From an optimization exercise on the open Yosys and OpenROAD flow, aimed at a short achievable clock period and few clock cycles; shortcuts taken in it are not production practice. RTL that was checked went through simulation tests only; none was proved equivalent to the original. Power is estimated from default activity; no workload was simulated.

==> wip/fjord <==
==> flow/design.v <==
package csr_pkg;
    typedef enum logic [11:0] {
        CSR_SATP     = 12'h180,
        CSR_MSTATUS  = 12'h300,
        CSR_MIE      = 12'h304,
        CSR_MTVEC    = 12'h305,
        CSR_MSCRATCH = 12'h340,
        CSR_MEPC     = 12'h341,
        CSR_MCAUSE   = 12'h342,
        CSR_MTVAL    = 12'h343,
        CSR_MIP      = 12'h344,
        CSR_MCYCLE   = 12'hB00,
        CSR_MHARTID  = 12'hF14
    } csr_addr_e;
    localparam logic [31:0] MSTATUS_MASK = 32'h0000_1888;
    localparam logic [31:0] MTVEC_MASK   = 32'hFFFF_FFFC;
    localparam logic [31:0] MIP_MASK     = 32'h0000_0888;
    localparam int MSTATUS_MIE    = 3;
    localparam int MSTATUS_MPIE   = 7;
    localparam int MSTATUS_MPP_LO = 11;
    typedef struct packed {
        logic [31:0] mstatus;
        logic [31:0] mtvec;
        logic [31:0] mip;
        logic [31:0] mie;
        logic [31:0] mscratch;
        logic [31:0] mcause;
        logic [31:0] mtval;
        logic [31:0] mepc;
        logic [31:0] mcycle;
        logic [31:0] mhartid;
        logic [31:0] satp;
    } csr_pack;
endpackage
package core_pkg;
    localparam int XLEN = 32;
    typedef enum logic [2:0] {
        CSR_RW,
        CSR_RS,
        CSR_RC,
        CSR_RWI,
        CSR_RSI,
        CSR_RCI
    } csr_op_e;
    typedef struct packed {
        logic            valid;
        csr_op_e         op;
        logic [11:0]     addr;
        logic [XLEN-1:0] rs1_data;
        logic [4:0]      zimm;
        logic            rs1_zero;
    } csr_req;
    typedef struct packed {
        logic            csr_write_enable;
        logic [11:0]     csr_dest_addr;
        logic [XLEN-1:0] csr_write_data;
    } csr_writer;
    typedef struct packed {
        logic            trap_valid;
        logic            mret_valid;
        logic [XLEN-1:0] cause;
        logic [XLEN-1:0] pc;
        logic [XLEN-1:0] tval;
    } trap_req;
    typedef struct packed {
        logic            valid;
        logic [XLEN-1:0] pc;
    } redirect;
endpackage
`timescale 1ns/10ps
module csr (
    input  logic                clk,
    input  logic                rst,
    input  logic [10:0]         we,
    input  logic [31:0]         operand,
    input  logic                op_set,
    input  logic                op_clr,
    input  logic                trap_valid,
    input  logic                mret_valid,
    input  logic [31:0]         trap_cause,
    input  logic [31:0]         trap_pc,
    input  logic [31:0]         trap_tval,
    output csr_pkg::csr_pack    csrs
);
    csr_pkg::csr_pack r;
    assign csrs = r;
    function automatic logic [31:0] upd(input logic [31:0] old, input logic [31:0] opnd,
                                        input logic set, input logic clr);
        if (set)      upd = old | opnd;
        else if (clr) upd = old & ~opnd;
        else          upd = opnd;
    endfunction
    logic [31:0] st_trap, st_mret;
    always_comb begin
        st_trap = r.mstatus;
        st_trap[csr_pkg::MSTATUS_MPIE] = r.mstatus[csr_pkg::MSTATUS_MIE];
        st_trap[csr_pkg::MSTATUS_MIE] = 1'b0;
        st_trap[csr_pkg::MSTATUS_MPP_LO +: 2] = 2'b11;
        st_mret = r.mstatus;
        st_mret[csr_pkg::MSTATUS_MIE] = r.mstatus[csr_pkg::MSTATUS_MPIE];
        st_mret[csr_pkg::MSTATUS_MPIE] = 1'b1;
        st_mret[csr_pkg::MSTATUS_MPP_LO +: 2] = 2'b11;
    end
    always_ff @(posedge clk or posedge rst) begin
        if (rst) begin
            r <= '0;
        end else begin
            if (trap_valid)
                r.mstatus <= st_trap & csr_pkg::MSTATUS_MASK;
            else if (mret_valid)
                r.mstatus <= st_mret & csr_pkg::MSTATUS_MASK;
            else if (we[10])
                r.mstatus <= upd(r.mstatus, operand, op_set, op_clr) & csr_pkg::MSTATUS_MASK;
            if (we[9]) r.mtvec <= upd(r.mtvec, operand, op_set, op_clr) & csr_pkg::MTVEC_MASK;
            if (we[8]) r.mip   <= upd(r.mip,   operand, op_set, op_clr) & csr_pkg::MIP_MASK;
            if (we[7]) r.mie   <= upd(r.mie,   operand, op_set, op_clr);
            if (we[6]) r.mscratch <= upd(r.mscratch, operand, op_set, op_clr);
            if (trap_valid)  r.mcause <= trap_cause;
            else if (we[5])  r.mcause <= upd(r.mcause, operand, op_set, op_clr);
            if (trap_valid)  r.mtval  <= trap_tval;
            else if (we[4])  r.mtval  <= upd(r.mtval, operand, op_set, op_clr);
            if (trap_valid)  r.mepc   <= trap_pc;
            else if (we[3])  r.mepc   <= upd(r.mepc, operand, op_set, op_clr);
            if (we[2]) r.mcycle <= upd(r.mcycle, operand, op_set, op_clr);
            else       r.mcycle <= r.mcycle + 32'd1;
            if (we[1]) r.mhartid <= upd(r.mhartid, operand, op_set, op_clr);
            if (we[0]) r.satp    <= upd(r.satp,    operand, op_set, op_clr);
        end
    end
endmodule
`timescale 1ns/10ps
module csr_exec (
    input  core_pkg::csr_req              req,
    input  logic                          trap_valid,
    input  logic                          mret_valid,
    input  csr_pkg::csr_pack              csrs,
    output logic [core_pkg::XLEN-1:0]     rd_data,
    output logic                          illegal,
    output logic [10:0]                   we,
    output logic [core_pkg::XLEN-1:0]     operand,
    output logic                          op_set,
    output logic                          op_clr
);
    logic [11:0] a;
    logic        known;
    logic        imm_form;
    logic        src_zero;
    logic        is_rw;
    logic        wr_ok;
    logic [10:0] hit;
    logic [10:0] rsel;
    assign a = req.addr;
    assign hit[10] = (a == csr_pkg::CSR_MSTATUS);
    assign hit[9]  = (a == csr_pkg::CSR_MTVEC);
    assign hit[8]  = (a == csr_pkg::CSR_MIP);
    assign hit[7]  = (a == csr_pkg::CSR_MIE);
    assign hit[6]  = (a == csr_pkg::CSR_MSCRATCH);
    assign hit[5]  = (a == csr_pkg::CSR_MCAUSE);
    assign hit[4]  = (a == csr_pkg::CSR_MTVAL);
    assign hit[3]  = (a == csr_pkg::CSR_MEPC);
    assign hit[2]  = (a == csr_pkg::CSR_MCYCLE);
    assign hit[1]  = (a == csr_pkg::CSR_MHARTID);
    assign hit[0]  = (a == csr_pkg::CSR_SATP);
    assign known   = |hit;
    assign illegal = req.valid && !known;
    assign rsel[10] = !a[2] && !a[6] && !a[7] && !a[11];    
    assign rsel[9]  = a[0] && a[2];                         
    assign rsel[8]  = a[2] && a[6];                         
    assign rsel[7]  = !a[0] && a[2] && !a[6] && !a[11];     
    assign rsel[6]  = !a[0] && !a[1] && !a[2] && a[6];      
    assign rsel[5]  = !a[0] && a[1];                        
    assign rsel[4]  = a[0] && a[1];                         
    assign rsel[3]  = a[0] && !a[1] && !a[2];               
    assign rsel[2]  = !a[2] && a[11];                       
    assign rsel[1]  = a[4];                                 
    assign rsel[0]  = a[7];                                 
    always_comb begin
        rd_data = ({32{rsel[10]}} & csrs.mstatus)
                | ({32{rsel[9]}}  & csrs.mtvec)
                | ({32{rsel[8]}}  & csrs.mip)
                | ({32{rsel[7]}}  & csrs.mie)
                | ({32{rsel[6]}}  & csrs.mscratch)
                | ({32{rsel[5]}}  & csrs.mcause)
                | ({32{rsel[4]}}  & csrs.mtval)
                | ({32{rsel[3]}}  & csrs.mepc)
                | ({32{rsel[2]}}  & csrs.mcycle)
                | ({32{rsel[1]}}  & csrs.mhartid)
                | ({32{rsel[0]}}  & csrs.satp);
    end
    assign imm_form = (req.op == core_pkg::CSR_RWI) || (req.op == core_pkg::CSR_RSI) ||
                      (req.op == core_pkg::CSR_RCI);
    assign is_rw    = (req.op == core_pkg::CSR_RW) || (req.op == core_pkg::CSR_RWI);
    assign op_set   = (req.op == core_pkg::CSR_RS) || (req.op == core_pkg::CSR_RSI);
    assign op_clr   = (req.op == core_pkg::CSR_RC) || (req.op == core_pkg::CSR_RCI);
    assign operand  = imm_form ? {{(core_pkg::XLEN-5){1'b0}}, req.zimm} : req.rs1_data;
    assign src_zero = imm_form ? (req.zimm == 5'd0) : req.rs1_zero;
    assign wr_ok = req.valid && !trap_valid && !mret_valid && !(src_zero && !is_rw);
    assign we    = hit & {11{wr_ok}};
endmodule
`timescale 1ns/10ps
module trap_seq (
    input  logic                rst,
    input  core_pkg::trap_req   trap,
    input  csr_pkg::csr_pack    csrs,
    output logic                busy,
    output core_pkg::redirect   redir
);
    assign busy        = 1'b0;
    assign redir.valid = !rst && (trap.trap_valid || trap.mret_valid);
    assign redir.pc    = trap.trap_valid ? csrs.mtvec : csrs.mepc;
endmodule
`timescale 1ns/10ps
module csr_unit (
    input  logic                          clk,
    input  logic                          rst,
    input  core_pkg::csr_req              req,
    input  core_pkg::trap_req             trap,
    output logic [core_pkg::XLEN-1:0]     rd_data,
    output logic                          illegal,
    output logic                          busy,
    output core_pkg::redirect             redir,
    output csr_pkg::csr_pack              csrs
);
    logic [10:0]               we;
    logic [core_pkg::XLEN-1:0] operand;
    logic                      op_set;
    logic                      op_clr;
    csr_exec u_exec (
        .req        (req),
        .trap_valid (trap.trap_valid),
        .mret_valid (trap.mret_valid),
        .csrs       (csrs),
        .rd_data    (rd_data),
        .illegal    (illegal),
        .we         (we),
        .operand    (operand),
        .op_set     (op_set),
        .op_clr     (op_clr)
    );
    trap_seq u_seq (
        .rst   (rst),
        .trap  (trap),
        .csrs  (csrs),
        .busy  (busy),
        .redir (redir)
    );
    csr u_csr (
        .clk        (clk),
        .rst        (rst),
        .we         (we),
        .operand    (operand),
        .op_set     (op_set),
        .op_clr     (op_clr),
        .trap_valid (trap.trap_valid),
        .mret_valid (trap.mret_valid),
        .trap_cause (trap.cause),
        .trap_pc    (trap.pc),
        .trap_tval  (trap.tval),
        .csrs       (csrs)
    );
endmodule
`timescale 1ns/10ps
module csr_top (
    input  logic        clk,
    input  logic        rst,
    input  logic        req_valid,
    input  logic [2:0]  req_op,
    input  logic [11:0] req_addr,
    input  logic [31:0] req_rs1_data,
    input  logic [4:0]  req_zimm,
    input  logic        req_rs1_zero,
    input  logic        trap_valid,
    input  logic        mret_valid,
    input  logic [31:0] trap_cause,
    input  logic [31:0] trap_pc,
    input  logic [31:0] trap_tval,
    output logic [31:0] rd_data,
    output logic        illegal,
    output logic        busy,
    output logic        redir_valid,
    output logic [31:0] redir_pc,
    output logic [31:0] mstatus,
    output logic [31:0] mtvec,
    output logic [31:0] mip,
    output logic [31:0] mie,
    output logic [31:0] mscratch,
    output logic [31:0] mcause,
    output logic [31:0] mtval,
    output logic [31:0] mepc,
    output logic [31:0] mcycle,
    output logic [31:0] mhartid,
    output logic [31:0] satp
);
    core_pkg::csr_req  req;
    core_pkg::trap_req trap;
    core_pkg::redirect redir;
    csr_pkg::csr_pack  csrs;
    assign req.valid    = req_valid;
    assign req.op       = core_pkg::csr_op_e'(req_op);
    assign req.addr     = req_addr;
    assign req.rs1_data = req_rs1_data;
    assign req.zimm     = req_zimm;
    assign req.rs1_zero = req_rs1_zero;
    assign trap.trap_valid = trap_valid;
    assign trap.mret_valid = mret_valid;
    assign trap.cause      = trap_cause;
    assign trap.pc         = trap_pc;
    assign trap.tval       = trap_tval;
    csr_unit u_unit (
        .clk     (clk),
        .rst     (rst),
        .req     (req),
        .trap    (trap),
        .rd_data (rd_data),
        .illegal (illegal),
        .busy    (busy),
        .redir   (redir),
        .csrs    (csrs)
    );
    assign redir_valid = redir.valid;
    assign redir_pc    = redir.pc;
    assign mstatus  = csrs.mstatus;
    assign mtvec    = csrs.mtvec;
    assign mip      = csrs.mip;
    assign mie      = csrs.mie;
    assign mscratch = csrs.mscratch;
    assign mcause   = csrs.mcause;
    assign mtval    = csrs.mtval;
    assign mepc     = csrs.mepc;
    assign mcycle   = csrs.mcycle;
    assign mhartid  = csrs.mhartid;
    assign satp     = csrs.satp;
endmodule
==> flow/run.sh <==
#!/bin/bash
# synth_recipe.tcl (not shown) runs the flow's synth.tcl, then flattens the netlist and writes it again
# the make line also repeats each setting of config.mk as NAME=value (left out here)
make -C /OpenROAD-flow-scripts/flow DESIGN_CONFIG=/design/flow/config.mk WORK_HOME=/design/flow/orfs CLKGATE_MAP_FILE= SYNTH_SCRIPT=/design/flow/synth_recipe.tcl finish
==> flow/config.mk <==
export PLATFORM = sky130hd
export DESIGN_NAME = csr_top
export DESIGN_NICKNAME = csr_top
export VERILOG_FILES = /design/flow/design.v
export SDC_FILE = /design/flow/constraint.sdc
export NUM_CORES = 4
export LEC_CHECK = 0
export CAP_MARGIN = 20
export CORE_MARGIN = 2
export CORE_UTILIZATION = 50
export PLACE_DENSITY = 0.7
export SETUP_SLACK_MARGIN = 3.0
export SLEW_MARGIN = 20
==> flow/constraint.sdc <==
create_clock -name core_clock -period 5.0 [get_ports {clk}]
set_input_delay 1.0000 -clock core_clock [delete_from_list [all_inputs] [get_ports {clk}]]
set_output_delay 1.0000 -clock core_clock [all_outputs]
set_load 0.01 [all_outputs]
==> inputs of wip/raven, as changes to wip/fjord <==
==> flow/design.v, changed modules only <==
module csr_exec #(
    parameter int NSLICE = 8
) (
    input  core_pkg::csr_req              req,
    input  logic                          trap_valid,
    input  logic                          mret_valid,
    input  csr_pkg::csr_pack              csrs,
    output logic [core_pkg::XLEN-1:0]     rd_data,
    output logic                          illegal,
    output logic [10:0]                   we,
    output logic [core_pkg::XLEN-1:0]     operand,
    output logic                          op_set,
    output logic                          op_clr
);
    localparam int SW = core_pkg::XLEN / NSLICE;
    logic [11:0] a;
    logic        imm_form;
    logic        src_zero;
    logic        is_rw;
    logic        wr_ok;
    logic [10:0] hit;
    assign a = req.addr;
    assign hit[10] = (a == csr_pkg::CSR_MSTATUS);
    assign hit[9]  = (a == csr_pkg::CSR_MTVEC);
    assign hit[8]  = (a == csr_pkg::CSR_MIP);
    assign hit[7]  = (a == csr_pkg::CSR_MIE);
    assign hit[6]  = (a == csr_pkg::CSR_MSCRATCH);
    assign hit[5]  = (a == csr_pkg::CSR_MCAUSE);
    assign hit[4]  = (a == csr_pkg::CSR_MTVAL);
    assign hit[3]  = (a == csr_pkg::CSR_MEPC);
    assign hit[2]  = (a == csr_pkg::CSR_MCYCLE);
    assign hit[1]  = (a == csr_pkg::CSR_MHARTID);
    assign hit[0]  = (a == csr_pkg::CSR_SATP);
    addr_check u_chk (
        .valid   (req.valid),
        .a       (a),
        .illegal (illegal)
    );
    for (genvar g = 0; g < NSLICE; g++) begin : g_rd
        rd_slice #(.LO(g * SW), .W(SW)) u_rd (
            .a        (a),
            .mstatus  (csrs.mstatus[g*SW +: SW]),
            .mtvec    (csrs.mtvec[g*SW +: SW]),
            .mip      (csrs.mip[g*SW +: SW]),
            .mie      (csrs.mie[g*SW +: SW]),
            .mscratch (csrs.mscratch[g*SW +: SW]),
            .mcause   (csrs.mcause[g*SW +: SW]),
            .mtval    (csrs.mtval[g*SW +: SW]),
            .mepc     (csrs.mepc[g*SW +: SW]),
            .mcycle   (csrs.mcycle[g*SW +: SW]),
            .mhartid  (csrs.mhartid[g*SW +: SW]),
            .satp     (csrs.satp[g*SW +: SW]),
            .rd       (rd_data[g*SW +: SW])
        );
    end
    assign imm_form = (req.op == core_pkg::CSR_RWI) || (req.op == core_pkg::CSR_RSI) ||
                      (req.op == core_pkg::CSR_RCI);
    assign is_rw    = (req.op == core_pkg::CSR_RW) || (req.op == core_pkg::CSR_RWI);
    assign op_set   = (req.op == core_pkg::CSR_RS) || (req.op == core_pkg::CSR_RSI);
    assign op_clr   = (req.op == core_pkg::CSR_RC) || (req.op == core_pkg::CSR_RCI);
    assign operand  = imm_form ? {{(core_pkg::XLEN-5){1'b0}}, req.zimm} : req.rs1_data;
    assign src_zero = imm_form ? (req.zimm == 5'd0) : req.rs1_zero;
    assign wr_ok = req.valid && !trap_valid && !mret_valid && !(src_zero && !is_rw);
    assign we    = hit & {11{wr_ok}};
endmodule
module rd_slice #(
    parameter int LO = 0,
    parameter int W  = 8
) (
    input  logic [11:0]  a,
    input  logic [W-1:0] mstatus,
    input  logic [W-1:0] mtvec,
    input  logic [W-1:0] mip,
    input  logic [W-1:0] mie,
    input  logic [W-1:0] mscratch,
    input  logic [W-1:0] mcause,
    input  logic [W-1:0] mtval,
    input  logic [W-1:0] mepc,
    input  logic [W-1:0] mcycle,
    input  logic [W-1:0] mhartid,
    input  logic [W-1:0] satp,
    output logic [W-1:0] rd
);
    localparam logic [W-1:0] M_STATUS = csr_pkg::MSTATUS_MASK[LO +: W];
    localparam logic [W-1:0] M_TVEC   = csr_pkg::MTVEC_MASK[LO +: W];
    localparam logic [W-1:0] M_IP     = csr_pkg::MIP_MASK[LO +: W];
    logic s_mstatus, s_mtvec, s_mip, s_mie, s_mscratch, s_mcause;
    logic s_mtval, s_mepc, s_mcycle, s_mhartid, s_satp;
    assign s_mstatus  = !a[2] && !a[6] && !a[7] && !a[11];    
    assign s_mtvec    = a[0] && a[2];                         
    assign s_mip      = a[2] && a[6];                         
    assign s_mie      = !a[0] && a[2] && !a[6] && !a[11];     
    assign s_mscratch = !a[0] && !a[1] && !a[2] && a[6];      
    assign s_mcause   = !a[0] && a[1];                        
    assign s_mtval    = a[0] && a[1];                         
    assign s_mepc     = a[0] && !a[1] && !a[2];               
    assign s_mcycle   = !a[2] && a[11];                       
    assign s_mhartid  = a[4];                                 
    assign s_satp     = a[7];                                 
    assign rd = ({W{s_mstatus}}  & mstatus & M_STATUS)
              | ({W{s_mtvec}}    & mtvec & M_TVEC)
              | ({W{s_mip}}      & mip & M_IP)
              | ({W{s_mie}}      & mie)
              | ({W{s_mscratch}} & mscratch)
              | ({W{s_mcause}}   & mcause)
              | ({W{s_mtval}}    & mtval)
              | ({W{s_mepc}}     & mepc)
              | ({W{s_mcycle}}   & mcycle)
              | ({W{s_mhartid}}  & mhartid)
              | ({W{s_satp}}     & satp);
endmodule
module addr_check (
    input  logic        valid,
    input  logic [11:0] a,
    output logic        illegal
);
    logic common, g3, lo30, lo34, k3, k180, kb00, kf14, known;
    assign common = a[8] && !a[5] && !a[3];
    assign g3   = !a[11] && !a[10] && a[9] && !a[7] && !a[4];
    assign lo30 = !a[6] && !a[1] && (a[2] || !a[0]);
    assign lo34 = a[6] && (!a[2] || (!a[1] && !a[0]));
    assign k3   = g3 && (lo30 || lo34);
    assign k180 = !a[11] && !a[10] && !a[9] && a[7] && !a[6] && !a[4] && !a[2] && !a[1] && !a[0];
    assign kb00 = a[11] && !a[10] && a[9] && !a[7] && !a[6] && !a[4] && !a[2] && !a[1] && !a[0];
    assign kf14 = a[11] && a[10] && a[9] && !a[7] && !a[6] && a[4] && a[2] && !a[1] && !a[0];
    assign known   = common && (k3 || k180 || kb00 || kf14);
    assign illegal = valid && !known;
endmodule
--- a/flow/config.mk
+++ b/flow/config.mk
@@ -6,8 +6,10 @@
 export NUM_CORES = 4
 export LEC_CHECK = 0
+export ABC_AREA = 1
 export CAP_MARGIN = 20
 export CORE_MARGIN = 2
-export CORE_UTILIZATION = 50
-export PLACE_DENSITY = 0.7
+export CORE_UTILIZATION = 35
 export SETUP_SLACK_MARGIN = 3.0
 export SLEW_MARGIN = 20
+export SYNTH_HIERARCHICAL = 1
+export SYNTH_MINIMUM_KEEP_SIZE = 0
==> inputs of wip/umber, as changes to wip/fjord <==
==> flow/design.v, changed modules only <==
module csr_exec (
    input  core_pkg::csr_req              req,
    input  logic                          trap_valid,
    input  logic                          mret_valid,
    input  csr_pkg::csr_pack              csrs,
    output logic [core_pkg::XLEN-1:0]     rd_data,
    output logic                          illegal,
    output logic [10:0]                   we,
    output logic [core_pkg::XLEN-1:0]     operand,
    output logic                          op_set,
    output logic                          op_clr
);
    logic [11:0] a;
    logic        known;
    logic        imm_form;
    logic        src_zero;
    logic        is_rw;
    logic        wr_ok;
    logic [10:0] hit;
    logic [10:0] rsel;
    assign a = req.addr;
    assign hit[10] = (a == csr_pkg::CSR_MSTATUS);
    assign hit[9]  = (a == csr_pkg::CSR_MTVEC);
    assign hit[8]  = (a == csr_pkg::CSR_MIP);
    assign hit[7]  = (a == csr_pkg::CSR_MIE);
    assign hit[6]  = (a == csr_pkg::CSR_MSCRATCH);
    assign hit[5]  = (a == csr_pkg::CSR_MCAUSE);
    assign hit[4]  = (a == csr_pkg::CSR_MTVAL);
    assign hit[3]  = (a == csr_pkg::CSR_MEPC);
    assign hit[2]  = (a == csr_pkg::CSR_MCYCLE);
    assign hit[1]  = (a == csr_pkg::CSR_MHARTID);
    assign hit[0]  = (a == csr_pkg::CSR_SATP);
    assign known   = |hit;
    assign illegal = req.valid && !known;
    logic g3, g30, g34;
    assign g3  = !a[11] && !a[7];
    assign g30 = g3 && !a[6];
    assign g34 = g3 && a[6];
    assign rsel[0]  = a[7];
    assign rsel[1]  = a[4];
    assign rsel[2]  = a[11] && !a[4];
    assign rsel[10] = g30 && !a[2] && !a[0];                
    assign rsel[7]  = g30 && a[2] && !a[0];                 
    assign rsel[9]  = g30 && a[0];                          
    assign rsel[6]  = g34 && !a[2] && !a[1] && !a[0];       
    assign rsel[3]  = g34 && !a[1] && a[0];                 
    assign rsel[5]  = g34 && a[1] && !a[0];                 
    assign rsel[4]  = g34 && a[1] && a[0];                  
    assign rsel[8]  = g34 && a[2];                          
    always_comb begin
        rd_data = ({32{rsel[10]}} & csrs.mstatus)
                | ({32{rsel[9]}}  & csrs.mtvec)
                | ({32{rsel[8]}}  & csrs.mip)
                | ({32{rsel[7]}}  & csrs.mie)
                | ({32{rsel[6]}}  & csrs.mscratch)
                | ({32{rsel[5]}}  & csrs.mcause)
                | ({32{rsel[4]}}  & csrs.mtval)
                | ({32{rsel[3]}}  & csrs.mepc)
                | ({32{rsel[2]}}  & csrs.mcycle)
                | ({32{rsel[1]}}  & csrs.mhartid)
                | ({32{rsel[0]}}  & csrs.satp);
    end
    assign imm_form = (req.op == core_pkg::CSR_RWI) || (req.op == core_pkg::CSR_RSI) ||
                      (req.op == core_pkg::CSR_RCI);
    assign is_rw    = (req.op == core_pkg::CSR_RW) || (req.op == core_pkg::CSR_RWI);
    assign op_set   = (req.op == core_pkg::CSR_RS) || (req.op == core_pkg::CSR_RSI);
    assign op_clr   = (req.op == core_pkg::CSR_RC) || (req.op == core_pkg::CSR_RCI);
    assign operand  = imm_form ? {{(core_pkg::XLEN-5){1'b0}}, req.zimm} : req.rs1_data;
    assign src_zero = imm_form ? (req.zimm == 5'd0) : req.rs1_zero;
    assign wr_ok = req.valid && !trap_valid && !mret_valid && !(src_zero && !is_rw);
    assign we    = hit & {11{wr_ok}};
endmodule
--- a/flow/config.mk
+++ b/flow/config.mk
@@ -8,6 +8,5 @@
 export CAP_MARGIN = 20
 export CORE_MARGIN = 2
-export CORE_UTILIZATION = 50
-export PLACE_DENSITY = 0.7
+export CORE_UTILIZATION = 35
 export SETUP_SLACK_MARGIN = 3.0
 export SLEW_MARGIN = 20
==> inputs of wip/sierra, as changes to wip/fjord <==
==> flow/design.v, changed modules only <==
module csr_exec (
    input  core_pkg::csr_req              req,
    input  logic                          trap_valid,
    input  logic                          mret_valid,
    input  csr_pkg::csr_pack              csrs,
    output logic [core_pkg::XLEN-1:0]     rd_data,
    output logic                          illegal,
    output logic [10:0]                   we,
    output logic [core_pkg::XLEN-1:0]     operand,
    output logic                          op_set,
    output logic                          op_clr
);
    logic [11:0] a;
    logic        known;
    logic        imm_form;
    logic        src_zero;
    logic        is_rw;
    logic        wr_ok;
    logic [10:0] hit;
    logic [10:0] rsel;
    assign a = req.addr;
    assign hit[10] = (a == csr_pkg::CSR_MSTATUS);
    assign hit[9]  = (a == csr_pkg::CSR_MTVEC);
    assign hit[8]  = (a == csr_pkg::CSR_MIP);
    assign hit[7]  = (a == csr_pkg::CSR_MIE);
    assign hit[6]  = (a == csr_pkg::CSR_MSCRATCH);
    assign hit[5]  = (a == csr_pkg::CSR_MCAUSE);
    assign hit[4]  = (a == csr_pkg::CSR_MTVAL);
    assign hit[3]  = (a == csr_pkg::CSR_MEPC);
    assign hit[2]  = (a == csr_pkg::CSR_MCYCLE);
    assign hit[1]  = (a == csr_pkg::CSR_MHARTID);
    assign hit[0]  = (a == csr_pkg::CSR_SATP);
    assign known   = |hit;
    assign illegal = req.valid && !known;
    logic g3, g30, g34;
    assign g3  = !a[11] && !a[7];
    assign g30 = g3 && !a[6];
    assign g34 = g3 && a[6];
    assign rsel[0]  = a[7];
    assign rsel[1]  = a[4];
    assign rsel[2]  = a[11] && !a[4];
    assign rsel[10] = g30 && !a[2] && !a[0];                
    assign rsel[7]  = g30 && a[2] && !a[0];                 
    assign rsel[9]  = g30 && a[0];                          
    assign rsel[6]  = g34 && !a[2] && !a[1] && !a[0];       
    assign rsel[3]  = g34 && !a[1] && a[0];                 
    assign rsel[5]  = g34 && a[1] && !a[0];                 
    assign rsel[4]  = g34 && a[1] && a[0];                  
    assign rsel[8]  = g34 && a[2];                          
    always_comb begin
        rd_data = ({32{rsel[10]}} & csrs.mstatus)
                | ({32{rsel[9]}}  & csrs.mtvec)
                | ({32{rsel[8]}}  & csrs.mip)
                | ({32{rsel[7]}}  & csrs.mie)
                | ({32{rsel[6]}}  & csrs.mscratch)
                | ({32{rsel[5]}}  & csrs.mcause)
                | ({32{rsel[4]}}  & csrs.mtval)
                | ({32{rsel[3]}}  & csrs.mepc)
                | ({32{rsel[2]}}  & csrs.mcycle)
                | ({32{rsel[1]}}  & csrs.mhartid)
                | ({32{rsel[0]}}  & csrs.satp);
    end
    assign imm_form = (req.op == core_pkg::CSR_RWI) || (req.op == core_pkg::CSR_RSI) ||
                      (req.op == core_pkg::CSR_RCI);
    assign is_rw    = (req.op == core_pkg::CSR_RW) || (req.op == core_pkg::CSR_RWI);
    assign op_set   = (req.op == core_pkg::CSR_RS) || (req.op == core_pkg::CSR_RSI);
    assign op_clr   = (req.op == core_pkg::CSR_RC) || (req.op == core_pkg::CSR_RCI);
    assign operand  = imm_form ? {{(core_pkg::XLEN-5){1'b0}}, req.zimm} : req.rs1_data;
    assign src_zero = imm_form ? (req.zimm == 5'd0) : req.rs1_zero;
    assign wr_ok = req.valid && !trap_valid && !mret_valid && !(src_zero && !is_rw);
    assign we    = hit & {11{wr_ok}};
endmodule
--- a/flow/config.mk
+++ b/flow/config.mk
@@ -8,6 +8,5 @@
 export CAP_MARGIN = 20
 export CORE_MARGIN = 2
-export CORE_UTILIZATION = 50
-export PLACE_DENSITY = 0.7
-export SETUP_SLACK_MARGIN = 3.0
+export CORE_UTILIZATION = 35
+export SETUP_SLACK_MARGIN = 0.2
 export SLEW_MARGIN = 20
==> comparison <==
The highest critical path depth belongs to wip/raven, the lowest to wip/sierra. Core utilization: wip/umber > wip/raven > wip/sierra. In wip/raven the routed wire length is larger than in wip/umber, by about 2.6%. wip/sierra produced a clean layout. wip/fjord failed in clock tree synthesis. wip/umber ran to the end with no violations. wip/raven completed without violations. In wip/raven the synthesized area is larger than in wip/fjord, by 13%. In wip/sierra the sequential share of layout area is higher than in wip/umber, by 11 points. Of wip/umber and wip/raven, wip/raven has the higher die area (gap 10%, measured against wip/raven). The lowest combinational power belongs to wip/sierra, the highest to wip/raven. The highest first-iteration DRC count belongs to wip/umber, the lowest to wip/sierra. Setup slack: wip/raven is higher than wip/umber (0.48 ns). The highest fmax belongs to wip/raven, the lowest to wip/sierra.
Testbench counts of wip/raven, summed over its fixed seeds: cycles 3,200.
Testbench counts of wip/umber, summed over its fixed seeds: cycles 3,200.
Testbench counts of wip/sierra, summed over its fixed seeds: cycles 3,200.
No functional check of the RTL was part of wip/fjord.

## what the ideal ports hide
The results above use ideal ports. As a check the final layouts listed here were re-extracted and re-timed, cells and wires unchanged. Step 1 (the two cells are an assumption about what drives the block):
set clk [get_ports {clk}]
set_driving_cell -lib_cell sky130_fd_sc_hd__clkbuf_16 $clk
set_driving_cell -lib_cell sky130_fd_sc_hd__buf_2 [delete_from_list [all_inputs] $clk]
Step 2 times the ports against the registers' clock, not the clock port: input delays grow and output delays shrink by t, the midpoint of the rising clock arrivals with the driver on. Three values: ideal ports, drivers, drivers and shift; two values: the first two.
| run | shift t [ns] | setup slack, ns | hold WS [ns] | worst register clock-pin slew, ns | worst data-port slew with drivers (ns) |
|---|---|---|---|---|---|
| wip/raven | 0.627 | 1.936 / 1.580 / 1.433 | 0.554 / 0.554 / 0.554 | 0.07 / 0.07 | 0.50 |
| wip/umber | 0.637 | 1.453 / 1.378 / 1.038 | 0.517 / 0.517 / 0.517 | 0.07 / 0.07 | 0.53 |
| wip/sierra | 0.595 | 0.343 / 0.287 / 0.287 | 0.512 / 0.512 / 0.512 | 0.06 / 0.06 | 0.12 |
After both steps every run listed still meets setup and hold. For wip/raven, which loses most, drivers alone change the setup slack by -0.356 ns; drivers and shift together by -0.503 ns.
